This design comes from an exercise in tuning for small area, a short achievable clock period and few clock cycles on the open sky130 flow, not from production work.
Power is estimated from default activity; no workload was simulated.

the baseline:
==> flow/design.v <==
`default_nettype none
package fifd_pkg;
   localparam int CACHE_ENTRIES = 16;
   localparam int SLOT_W = (CACHE_ENTRIES > 1) ? $clog2(CACHE_ENTRIES) : 1;
   localparam logic OP_LOOKUP = 1'b0;
   localparam logic OP_FILL   = 1'b1;
endpackage
`default_nettype wire
`default_nettype none
module fifd_cell
(
   input  wire logic        clock,
   input  wire logic        reset,
   input  wire logic        wr_en,
   input  wire logic [31:0] wr_addr,
   input  wire logic [31:0] wr_word,
   input  wire logic [31:0] probe_addr,
   output logic             match,
   output logic [31:0]      word
);
   logic [31:0] tag_ff;
   logic [31:0] word_ff;
   logic        valid_ff;
   always_ff @(posedge clock) begin
      if (reset) begin
         valid_ff <= 1'b0;
      end else if (wr_en) begin
         valid_ff <= 1'b1;
      end
      if (wr_en) begin
         tag_ff  <= wr_addr;
         word_ff <= wr_word;
      end
   end
   assign match = valid_ff && (tag_ff == probe_addr);
   assign word  = word_ff;
endmodule
`default_nettype wire
`default_nettype none
module fifd_decode
(
   input  wire logic [31:0] raw,
   output logic [31:0]      instruction,
   output logic [5:0]       major_op,
   output logic             imm_flag,
   output logic             branch_mode,
   output logic [3:0]       reg_a,
   output logic [3:0]       reg_b,
   output logic [3:0]       reg_c,
   output logic [15:0]      immediate
);
   logic [31:0] ir;
   assign ir          = {raw[7:0], raw[15:8], raw[23:16], raw[31:24]};
   assign instruction = ir;
   assign major_op    = ir[31:26];
   assign imm_flag    = ir[25];
   assign branch_mode = ir[24];
   assign reg_a       = ir[23:20];
   assign reg_b       = ir[19:16];
   assign reg_c       = ir[15:12];
   assign immediate   = {ir[7:0], ir[15:8]};
endmodule
`default_nettype wire
`default_nettype none
module fifo_icache_fetch_decode
(
   input  wire logic        clock,
   input  wire logic        reset,
   input  wire logic        start,
   output logic             busy,
   input  wire logic        req_opcode,
   input  wire logic [31:0] req_fetch_address,
   input  wire logic [31:0] req_memory_word,
   output logic             rsp_valid,
   output logic             rsp_hit,
   output logic [31:0]      rsp_instruction,
   output logic [5:0]       rsp_major_op,
   output logic             rsp_imm_flag,
   output logic             rsp_branch_mode,
   output logic [3:0]       rsp_reg_a,
   output logic [3:0]       rsp_reg_b,
   output logic [3:0]       rsp_reg_c,
   output logic [15:0]      rsp_immediate
);
   localparam int N      = fifd_pkg::CACHE_ENTRIES;
   logic              fill_accept;
   logic [N-1:0]      slot_ff;      
   logic [N-1:0]      match;
   logic [N-1:0]      wr_en;
   logic [N-1:0]      s1_sel;
   logic              s1_valid;
   logic [N-1:0][31:0] words;
   logic [N-1:0]      first;
   logic [31:0]       read_word;
   logic              out_valid;
   logic              out_hit;
   logic [31:0]       out_word;
   assign busy        = 1'b0;
   assign fill_accept = start && (req_opcode == fifd_pkg::OP_FILL);
   for (genvar i = 0; i < N; i++) begin : g_cell
      assign wr_en[i] = fill_accept && slot_ff[i];
      fifd_cell u_cell (
         .clock      (clock),
         .reset      (reset),
         .wr_en      (wr_en[i]),
         .wr_addr    (req_fetch_address),
         .wr_word    (req_memory_word),
         .probe_addr (req_fetch_address),
         .match      (match[i]),
         .word       (words[i])
      );
   end
   always_ff @(posedge clock) begin
      if (reset) begin
         slot_ff  <= N'(1);
         s1_valid <= 1'b0;
      end else begin
         if (fill_accept) begin
            slot_ff <= {slot_ff[N-2:0], slot_ff[N-1]};
         end
         s1_valid <= start;
      end
      s1_sel <= (req_opcode == fifd_pkg::OP_FILL) ? wr_en : match;
   end
   always_comb begin
      logic seen;
      seen = 1'b0;
      for (int i = 0; i < N; i++) begin
         first[i] = s1_sel[i] && !seen;
         seen     = seen || s1_sel[i];
      end
   end
   always_comb begin
      read_word = '0;
      for (int i = 0; i < N; i++) begin
         read_word = read_word | (words[i] & {32{first[i]}});
      end
   end
   always_ff @(posedge clock) begin
      if (reset) begin
         out_valid <= 1'b0;
      end else begin
         out_valid <= s1_valid;
      end
      out_hit  <= |s1_sel;
      out_word <= read_word;
   end
   assign rsp_valid = out_valid;
   assign rsp_hit   = out_hit;
   fifd_decode u_decode (
      .raw         (out_word),
      .instruction (rsp_instruction),
      .major_op    (rsp_major_op),
      .imm_flag    (rsp_imm_flag),
      .branch_mode (rsp_branch_mode),
      .reg_a       (rsp_reg_a),
      .reg_b       (rsp_reg_b),
      .reg_c       (rsp_reg_c),
      .immediate   (rsp_immediate)
   );
endmodule
`default_nettype wire
==> flow/config.mk <==
export PLATFORM = sky130hd
export DESIGN_NAME = fifo_icache_fetch_decode
export DESIGN_NICKNAME = fifo_icache_fetch_decode
export VERILOG_FILES = /design/flow/design.v
export SDC_FILE = /design/flow/constraint.sdc
export NUM_CORES = 4
export LEC_CHECK = 0
export CAP_MARGIN = 20
export CORE_MARGIN = 2
export CORE_UTILIZATION = 65
export SETUP_SLACK_MARGIN = 2.8
export SLEW_MARGIN = 20
==> flow/constraint.sdc <==
create_clock -name core_clock -period 5.0 [get_ports {clock}]
set_input_delay 1.0000 -clock core_clock [delete_from_list [all_inputs] [get_ports {clock}]]
set_output_delay 1.0000 -clock core_clock [all_outputs]
set_load 0.01 [all_outputs]
run.sh (not shown) runs the stock make flow with config.mk's settings and CLKGATE_MAP_FILE= SYNTH_SCRIPT=/design/flow/synth_recipe.tcl, a recipe that flattens the netlist after the stock synthesis.
## Diff of input files: the candidate against the baseline
--- a/flow/design.v
+++ b/flow/design.v
@@ -12,13 +12,13 @@
    input  wire logic        clock,
    input  wire logic        reset,
    input  wire logic        wr_en,
    input  wire logic [31:0] wr_addr,
    input  wire logic [31:0] wr_word,
    input  wire logic [31:0] probe_addr,
-   output logic             match,
+   output logic [1:0]       match,
    output logic [31:0]      word
 );
    logic [31:0] tag_ff;
    logic [31:0] word_ff;
    logic        valid_ff;
    always_ff @(posedge clock) begin
@@ -29,14 +29,15 @@
       end
       if (wr_en) begin
          tag_ff  <= wr_addr;
          word_ff <= wr_word;
       end
    end
-   assign match = valid_ff && (tag_ff == probe_addr);
-   assign word  = word_ff;
+   assign match[0] = valid_ff && (tag_ff[15:0] == probe_addr[15:0]);
+   assign match[1] = (tag_ff[31:16] == probe_addr[31:16]);
+   assign word     = word_ff;
 endmodule
 `default_nettype wire
 `default_nettype none
 module fifd_decode
 (
    input  wire logic [31:0] raw,
@@ -80,28 +81,30 @@
    output logic [3:0]       rsp_reg_a,
    output logic [3:0]       rsp_reg_b,
    output logic [3:0]       rsp_reg_c,
    output logic [15:0]      rsp_immediate
 );
    localparam int N      = fifd_pkg::CACHE_ENTRIES;
+   localparam int SLOT_W = fifd_pkg::SLOT_W;
    logic              fill_accept;
-   logic [N-1:0]      slot_ff;      
-   logic [N-1:0]      match;
+   logic [SLOT_W-1:0] slot_ff;
+   logic [N-1:0][1:0] match;
    logic [N-1:0]      wr_en;
-   logic [N-1:0]      s1_sel;
+   logic [N-1:0][1:0] s1_sel;
+   logic [N-1:0]      sel;
    logic              s1_valid;
    logic [N-1:0][31:0] words;
    logic [N-1:0]      first;
    logic [31:0]       read_word;
    logic              out_valid;
    logic              out_hit;
    logic [31:0]       out_word;
    assign busy        = 1'b0;
    assign fill_accept = start && (req_opcode == fifd_pkg::OP_FILL);
    for (genvar i = 0; i < N; i++) begin : g_cell
-      assign wr_en[i] = fill_accept && slot_ff[i];
+      assign wr_en[i] = fill_accept && (slot_ff == SLOT_W'(i));
       fifd_cell u_cell (
          .clock      (clock),
          .reset      (reset),
          .wr_en      (wr_en[i]),
          .wr_addr    (req_fetch_address),
          .wr_word    (req_memory_word),
@@ -109,28 +112,33 @@
          .match      (match[i]),
          .word       (words[i])
       );
    end
    always_ff @(posedge clock) begin
       if (reset) begin
-         slot_ff  <= N'(1);
+         slot_ff  <= '0;
          s1_valid <= 1'b0;
       end else begin
          if (fill_accept) begin
-            slot_ff <= {slot_ff[N-2:0], slot_ff[N-1]};
+            slot_ff <= slot_ff + 1'b1;
          end
          s1_valid <= start;
       end
-      s1_sel <= (req_opcode == fifd_pkg::OP_FILL) ? wr_en : match;
+      for (int i = 0; i < N; i++) begin
+         s1_sel[i] <= (req_opcode == fifd_pkg::OP_FILL) ? {2{wr_en[i]}} : match[i];
+      end
+   end
+   for (genvar i = 0; i < N; i++) begin : g_sel
+      assign sel[i] = s1_sel[i][0] && s1_sel[i][1];
    end
    always_comb begin
       logic seen;
       seen = 1'b0;
       for (int i = 0; i < N; i++) begin
-         first[i] = s1_sel[i] && !seen;
-         seen     = seen || s1_sel[i];
+         first[i] = sel[i] && !seen;
+         seen     = seen || sel[i];
       end
    end
    always_comb begin
       read_word = '0;
       for (int i = 0; i < N; i++) begin
          read_word = read_word | (words[i] & {32{first[i]}});
@@ -139,13 +147,13 @@
    always_ff @(posedge clock) begin
       if (reset) begin
          out_valid <= 1'b0;
       end else begin
          out_valid <= s1_valid;
       end
-      out_hit  <= |s1_sel;
+      out_hit  <= |sel;
       out_word <= read_word;
    end
    assign rsp_valid = out_valid;
    assign rsp_hit   = out_hit;
    fifd_decode u_decode (
       .raw         (out_word),
Notes after the runs:
Status | the candidate and the baseline | clean
Changes observed in the candidate relative to the baseline: share of total power in the clock network now smaller, cell area after layout now smaller.
Between the candidate and the baseline, fraction of met1 tracks used by global routing is lower for the candidate, the baseline comes in above that.
In the tables for the candidate and the baseline, global routing usage on met2 reads lower with the candidate.
The candidate vs. the baseline: average instance area after synthesis saw a decrease, routed wire length saw a decrease, final cell count without fillers saw an increase.
No functional check of the RTL was part of any run of this note.

-- what the ideal ports hide --
No port has a modelled driver above. Below, the same layouts with a new extraction and two added sets of constraints. Step 1, drivers: a clkbuf_16 drives clock and a buf_2 each remaining input, both assumed. Step 2 adds t to the input delays and takes it off the output delays; t is the mean of the earliest and latest rising clock arrival at the registers after step 1. Input paths then give back, and output paths get back, about the clock's delay inside the block. a / b / c = ideal ports / drivers / drivers and shift; a / b = the first two.
run	t, ns	setup slack, ns	hold WS [ns]	worst register clock-pin slew, ns	worst data-port slew with drivers (ns)
the baseline	0.726	2.657 / 2.657 / 2.144	0.443 / 0.443 / 0.443	0.07 / 0.07	0.06
the candidate	0.718	2.785 / 2.781 / 2.135	0.451 / 0.451 / 0.451	0.07 / 0.07	0.12
After both steps setup and hold are still met in every run listed. The setup slack of the candidate, which loses most, moves by -0.004 ns with the drivers and by -0.650 ns with both steps.
